What follows belongs to an exercise in optimizing a design on an open flow for small area, a short achievable clock period and few clock cycles; a production flow would make more cautious choices. Where RTL was checked, it was by simulation tests only, not by an equivalence proof against the original. Power figures rest on the tool's default switching activity, not on a simulated workload.

== job 9572 ==
// fixed_partition_fit_allocator_unit
module fixed_partition_fit_allocator_unit (
   input  logic        clock,
   input  logic        reset,
   input  logic        csr_wr_en,
   input  logic [0:0]  csr_index,
   input  logic [4:0]  csr_wdata,
   input  logic        req_valid,
   output logic        req_stall,
   input  logic [20:0] req_payload,
   output logic        rsp_valid,
   input  logic        rsp_stall,
   output logic [20:0] rsp_payload
);
   localparam int N = 16;
   function automatic logic [1:0] cmp16(input logic [15:0] a, input logic [15:0] b);
      logic [15:0] g, e;
      g = a & ~b;
      e = ~(a ^ b);
      for (int st = 1; st < 16; st = st * 2)
         for (int k = 0; k < 16; k += 2 * st) begin
            g[k] = g[k+st] | (e[k+st] & g[k]);
            e[k] = e[k+st] & e[k];
         end
      cmp16 = {g[0], e[0]};
   endfunction
   function automatic logic [8:0] sub8(input logic [7:0] a, input logic [7:0] b);
  ...
For scale: about 3300 cells after synthesis, about 55 I/O pins, about 34000 sq um of cells after synthesis.
==> flow/config.mk <==
export PLATFORM = sky130hd
export DESIGN_NAME = fixed_partition_fit_allocator_unit
export DESIGN_NICKNAME = fixed_partition_fit_allocator_unit
export VERILOG_FILES = /design/flow/design.v
export SDC_FILE = /design/flow/constraint.sdc
export NUM_CORES = 4
export LEC_CHECK = 0
export CAP_MARGIN = 20
export CORE_MARGIN = 2
export CORE_UTILIZATION = 40
export PLACE_DENSITY = 0.6
export SETUP_SLACK_MARGIN = 2.3
export SLEW_MARGIN = 20
export TNS_END_PERCENT = 10
==> flow/constraint.sdc <==
create_clock -name core_clock -period 5.0 [get_ports {clock}]
set_input_delay 1.0000 -clock core_clock [delete_from_list [all_inputs] [get_ports {clock}]]
set_output_delay 1.0000 -clock core_clock [all_outputs]
set_load 0.01 [all_outputs]
standard.sh (not shown) runs the stock make flow with config.mk's settings and CLKGATE_MAP_FILE= SYNTH_SCRIPT=/design/flow/synth_recipe.tcl, a recipe that flattens the netlist after the stock synthesis.
==> flow/flow/run.sh <==
#!/bin/bash
# Layout flow: the standard flow (standard.sh) with one change: the
# port buffers are buf_4 cells instead of the default delay buffers.
# Synthesis and everything else are the standard flow's.
set -o pipefail
export BUFFER_PORTS_ARGS="-buffer_cell sky130_fd_sc_hd__buf_4"
bash standard.sh > standard.log 2>&1
status=$?
echo "standard.sh exit $status"
exit $status
Testbench counts of job 9572, summed over its fixed seeds: cycles 5,056.
What job 2165 does differently from job 9572 at the input level:
Settings: SETUP_SLACK_MARGIN now 1.9, was 2.3; TNS_END_PERCENT no longer set, was 10; ABC_AREA now 1, previously not set.
Notes after the runs:
- Global-route usage: job 9572 and job 2165 compared, higher one is job 9572
- In job 2165, the area of the multi-input gates came out 890 sq um below the value in job 9572.
- sky130_fd_sc_hd__nand2_1 as the commonest non-fill, non-tap cell in the layout was reported by job 2165, and sky130_fd_sc_hd__edfxtp_1 by job 9572.
- Compared with job 9572, number of buffers other than clock buffers in the final layout in job 2165 decreased by more than a quarter.
- Job 2165 ended up with a higher register share of the cell area than job 9572 did.
- Comparing cell area for job 9572 and job 2165, the bigger number came from job 9572.
For job 6208, these inputs were changed with respect to job 2165:
Settings: clearing ABC_AREA, which used to be 1; swapping 1.9 for 2.2 in SETUP_SLACK_MARGIN.
Findings:
Highest ir drop seen on vdd on job 6208 is ahead of job 2165. Job 6208 ended up with a lower slack of the critical path than job 2165 did. Global-route usage, job 2165 and job 6208, higher one = job 6208. Class of the most critical setup path = input port to register: job 6208; class of the most critical setup path = register to register: job 2165. [compare] base=job 2165 new=job 6208: clock network area share decreased 0.54 points, proportion of power drawn by combinational gates increased by 2.1 points relative to the old numbers, post-synthesis cell count fell by 652, critical-path maximum fanout lower, cell area after placement fell by about 2.2%. In job 6208, the share of the clock period used by the worst path came out 1.1 points above the value in job 2165.
Modified inputs, job 4379 compared to job 6208
Settings: swapping 2.2 for 1.9 in SETUP_SLACK_MARGIN; putting TNS_END_PERCENT at 10 where nothing was set.
Run comparison: job 6208 cell kind with the greatest summed area multi-input combinational cells; job 4379 cell kind with the greatest summed area flip-flops and latches
Compared with job 6208, job 4379 degrades worst setup slack.
Job 6208 vs job 4379, termination of the worst setup path: r1_q[5]$_DFFE_PN_ vs r1_q[3]$_DFFE_PN_
Compared with job 6208, job 4379 shows number of standard cells in the layout, taps in and fillers out lower by about 2%.
Antenna diode count: job 6208 and job 4379 compared, higher one is job 6208

---

fixed_partition_fit_allocator_unit again, from the RTL that the note above started with.
==> flow/design.v (excerpt) <==
module fixed_partition_fit_allocator_unit (
   input  logic        clock,
   input  logic        reset,
   input  logic        csr_wr_en,
   input  logic [0:0]  csr_index,
   input  logic [4:0]  csr_wdata,
   input  logic        req_valid,
   output logic        req_stall,
   input  logic [20:0] req_payload,
   output logic        rsp_valid,
   input  logic        rsp_stall,
   output logic [20:0] rsp_payload
);
export LEC_CHECK = 0
export CAP_MARGIN = 20
export CORE_MARGIN = 2
export CORE_UTILIZATION = 40
export PLACE_DENSITY = 0.6
export SETUP_SLACK_MARGIN = 1.6
export SLEW_MARGIN = 20
create_clock -name core_clock -period 5.0 [get_ports {clock}]
Scripts as last shown in full above: flow/flow/run.sh
Testbench counts at the start, summed over its fixed seeds: cycles 5,056.
Edit:
- CAP_MARGIN: 20 -> 10
- HOLD_SLACK_MARGIN: unset -> 0
- SETUP_SLACK_MARGIN: 1.6 -> 1.9
- SLEW_MARGIN: 20 -> 10
After rerunning: The new run finished clean. Count of clock-buffer cells in the layout rises by 8. Wire length increases by about 1.6%. Clock skew hardly moves. Maximum frequency goes up by 8.3%. Non-clock buffer count goes up by 69. Total power goes up by 1.4%. Cell count is higher by 1.5%. Synthesized area stays the same. Critical path depth rises by 6. Utilization rose by 1.4 points.
Edit:
- CAP_MARGIN: 10 -> 20
- HOLD_SLACK_MARGIN: 0 -> unset
- PLACE_DENSITY: 0.6 -> 0.55
- SLEW_MARGIN: 10 -> 20
Combinational power increases by a little under a tenth.
Design area increases by a few percent.
Die area does not change.
Via count increases by a few percent.
Worst setup slack gets worse by 0.11 ns.
Critical path depth decreases by 1.
Power increases by a few percent.
Edit:
==> flow/flow/run.sh (replaced) <==
#!/bin/bash
# Layout flow: the standard flow (standard.sh) with two changes:
#  - synthesis leaves adders and comparators to ABC instead of mapping them
#    onto full- and half-adder cells (ADDER_MAP_FILE empty skips extract_fa),
#  - port buffers are buf_4 cells instead of the default delay buffers.
# Everything else, including the registers, is the standard flow's.
set -o pipefail
cp standard.sh standard_sh.txt
export ADDER_MAP_FILE=
export BUFFER_PORTS_ARGS="-buffer_cell sky130_fd_sc_hd__buf_4"
bash standard.sh > standard.log 2>&1
status=$?
echo "standard.sh exit $status"
exit $status
- PLACE_DENSITY: 0.55 -> 0.6
The new run finished clean.
Cell area drops by 0.56%.
Sequential cell count is unchanged.
Setup slack gets better by 0.040 ns.
Non-clock buffer count came out higher by 14.
Die area went up by 0.87%.
Hold slack is worse by 0.042 ns.
Clock-buffer cell count drops by 14.
Routed wire length is lower by 3.4%.

---

== garnet ==
fixed_partition_fit_allocator_unit, a different RTL version from the one above (not shown whole).
Size: ~590 flip-flops, roughly 55 I/O pins, roughly 34000 um2 of cells after synthesis.
export LEC_CHECK = 0
export CAP_MARGIN = 20
export CORE_MARGIN = 2
export CORE_UTILIZATION = 40
export PLACE_DENSITY = 0.6
export SETUP_SLACK_MARGIN = 1.9
export SLEW_MARGIN = 20
create_clock -name core_clock -period 5.0 [get_ports {clock}]
==> flow/flow/run.sh <==
#!/bin/bash
# Layout flow: the standard flow (standard.sh) with two changes:
#  - synthesis leaves adders and comparators to ABC instead of mapping them
#    onto full- and half-adder cells (ADDER_MAP_FILE empty skips extract_fa),
#  - port buffers are buf_4 cells instead of the default delay buffers.
# Everything else, including the registers, is the standard flow's.
set -o pipefail
cp standard.sh standard_sh.txt
export ADDER_MAP_FILE=
export BUFFER_PORTS_ARGS="-buffer_cell sky130_fd_sc_hd__buf_4"
bash standard.sh > standard.log 2>&1
status=$?
echo "standard.sh exit $status"
exit $status
Testbench counts of garnet, summed over its fixed seeds: cycles 5,120.
--- input diff garnet..xenon ---
Settings: setting CTS_BUF_LIST to sky130_fd_sc_hd__clkbuf_4 sky130_fd_sc_hd__clkbuf_8 for the first time.
==> flow/run.sh (new file) <==
#!/bin/bash
# synth_recipe.tcl (not shown) runs the flow's synth.tcl, then flattens the netlist and writes it again
# the make line also repeats each setting of config.mk as NAME=value (left out here)
make -C /OpenROAD-flow-scripts/flow DESIGN_CONFIG=/design/flow/config.mk WORK_HOME=/design/flow/orfs CLKGATE_MAP_FILE= SYNTH_SCRIPT=/design/flow/synth_recipe.tcl finish
removed: flow/flow/run.sh
removed: flow/standard.sh
==> run notes <==
Synthesized cell count (xenon vs. garnet) decreases by a few percent. Comparing garnet and xenon, the higher placed instance area was measured on xenon. Between garnet and xenon, the difference in register cell area after layout is negligible. The total power of xenon was superior to that of garnet. The die of xenon is larger than the one used in garnet. Compared with garnet, global-route wire length before repair in xenon decreased slightly. Summary — routed wire length, xenon relative to garnet: lower, by about 1.3%. garnet vs xenon, source of the critical timing path: pick2_q[11]$_DFFE_PN_ vs rf_is_q$_SDFF_PP0_. xenon vs garnet — number of cells upsized or downsized after cts dropped 53. Of garnet and xenon, the lower final period demand of the worst path belongs to xenon. The synthesis-to-layout area growth in xenon was lower than what garnet gave. Re static leakage power: xenon is 11% up on garnet.

---

Another version of the RTL of fixed_partition_fit_allocator_unit (not shown whole).
Size: roughly 3200 cells after synthesis, roughly 590 flip-flops, ~55 I/O pins, about 34000 um^2 of cells after synthesis.
Design fixed_partition_fit_allocator_unit, start of the top module:
module fixed_partition_fit_allocator_unit (
   input  logic        clock,
   input  logic        reset,
   input  logic        csr_wr_en,
   input  logic [0:0]  csr_index,
   input  logic [4:0]  csr_wdata,
   input  logic        req_valid,
   output logic        req_stall,
   input  logic [20:0] req_payload,
   output logic        rsp_valid,
   input  logic        rsp_stall,
   output logic [20:0] rsp_payload
);
clock: 5.0 ns
lec_check: 0
cap_margin: 20
core_margin: 2
core_utilization: 40
place_density: 0.6
setup_slack_margin: 3.5
slew_margin: 20
run.sh (not shown) runs the stock make flow with config.mk's settings and CLKGATE_MAP_FILE= SYNTH_SCRIPT=/design/flow/synth_recipe.tcl, a recipe that flattens the netlist after the stock synthesis.
Stock flow here: none of the scripts above is used.
The baseline completed with no timing, DRC or antenna violations.
Change:
Settings changed: SETUP_SLACK_MARGIN 3.5 to 0.8.
Global-route usage fell by 4.2 points.
Area after synthesis does not change.
Routed wire length fell by about a fifth.
Change:
==> flow/flow/run.sh (new file) <==
#!/bin/bash
# Layout flow: the standard flow (standard.sh) with two changes:
#  - synthesis leaves adders and comparators to ABC instead of mapping them
#    onto full- and half-adder cells (ADDER_MAP_FILE empty skips extract_fa),
#  - port buffers are buf_4 cells instead of the default delay buffers.
# Everything else, including the registers, is the standard flow's.
set -o pipefail
cp standard.sh standard_sh.txt
export ADDER_MAP_FILE=
export BUFFER_PORTS_ARGS="-buffer_cell sky130_fd_sc_hd__buf_4"
bash standard.sh > standard.log 2>&1
status=$?
echo "standard.sh exit $status"
exit $status
==> flow/standard.sh (new file) <==
#!/bin/bash
# synth_recipe.tcl (not shown) runs the flow's synth.tcl, then flattens the netlist and writes it again
# the make line also repeats each setting of config.mk as NAME=value (left out here)
make -C /OpenROAD-flow-scripts/flow DESIGN_CONFIG=/design/flow/config.mk WORK_HOME=/design/flow/orfs CLKGATE_MAP_FILE= SYNTH_SCRIPT=/design/flow/synth_recipe.tcl "${@:-finish}"
Settings changed: SETUP_SLACK_MARGIN 0.8 to 2.5.
removed: flow/run.sh
What happened: The new run ran to the end with no violations; routed wire length is higher by 11%; clock-buffer cell count went down by 11; total power came out higher by 13%; non-clock buffer count climbs by 352; combinational power grows by 66%; cell count rose by 14%; register-to-register slack gains 740 ps; first-iteration DRC count increases by 49%; die area rose by 2.6%.
No run of this note included a check of the RTL's function; only the layout flow was run.

afterwards: timing with drivers on the ports:
No port has a modelled driver above. Below, the same layouts with a new extraction and two added sets of constraints.
Step 1, drivers: a clkbuf_16 drives clock and a buf_2 each remaining input, both assumed.
Step 2, shift: input delay + t, output delay - t, t = (earliest + latest rising clock arrival at the registers) / 2. This alone moves slack from input paths to output paths.
Slacks: ideal / step 1 / step 2; pairs: ideal / step 1.
run | t (ns) | setup WS [ns] | worst setup path after step 2
job 9572 | 0.707 | 1.810 / 1.823 / 1.116 | input to register
job 2165 | 0.695 | 1.776 / 1.776 / 1.380 | input to register
job 6208 | 0.709 | 1.723 / 1.772 / 1.064 | input to register
job 4379 | 0.693 | 1.708 / 1.737 / 1.057 | input to register
the first run of note 2 | 0.711 | 1.620 / 1.611 / 0.996 | input to register
the second run of note 2 | 0.693 | 1.878 / 1.817 / 1.216 | input to register
the third run of note 2 | 0.694 | 1.766 / 1.773 / 1.102 | input to register
the fourth run of note 2 | 0.706 | 1.806 / 1.794 / 1.251 | input to register
garnet | 0.699 | 1.690 / 1.690 / 1.304 | input to register
xenon | 0.821 | 1.762 / 1.762 / 1.038 | input to register
the first run of note 4 | 0.714 | 1.500 / 1.500 / 0.893 | input to register
the second run of note 4 | 0.696 | 0.816 / 0.868 / 0.172 | input to register
the third run of note 4 | 0.703 | 1.662 / 1.662 / 1.272 | input to register
After both steps setup and hold are still met in every run listed. For xenon, which loses most, drivers alone change the setup slack by 0.000 ns; drivers and shift together by -0.724 ns.
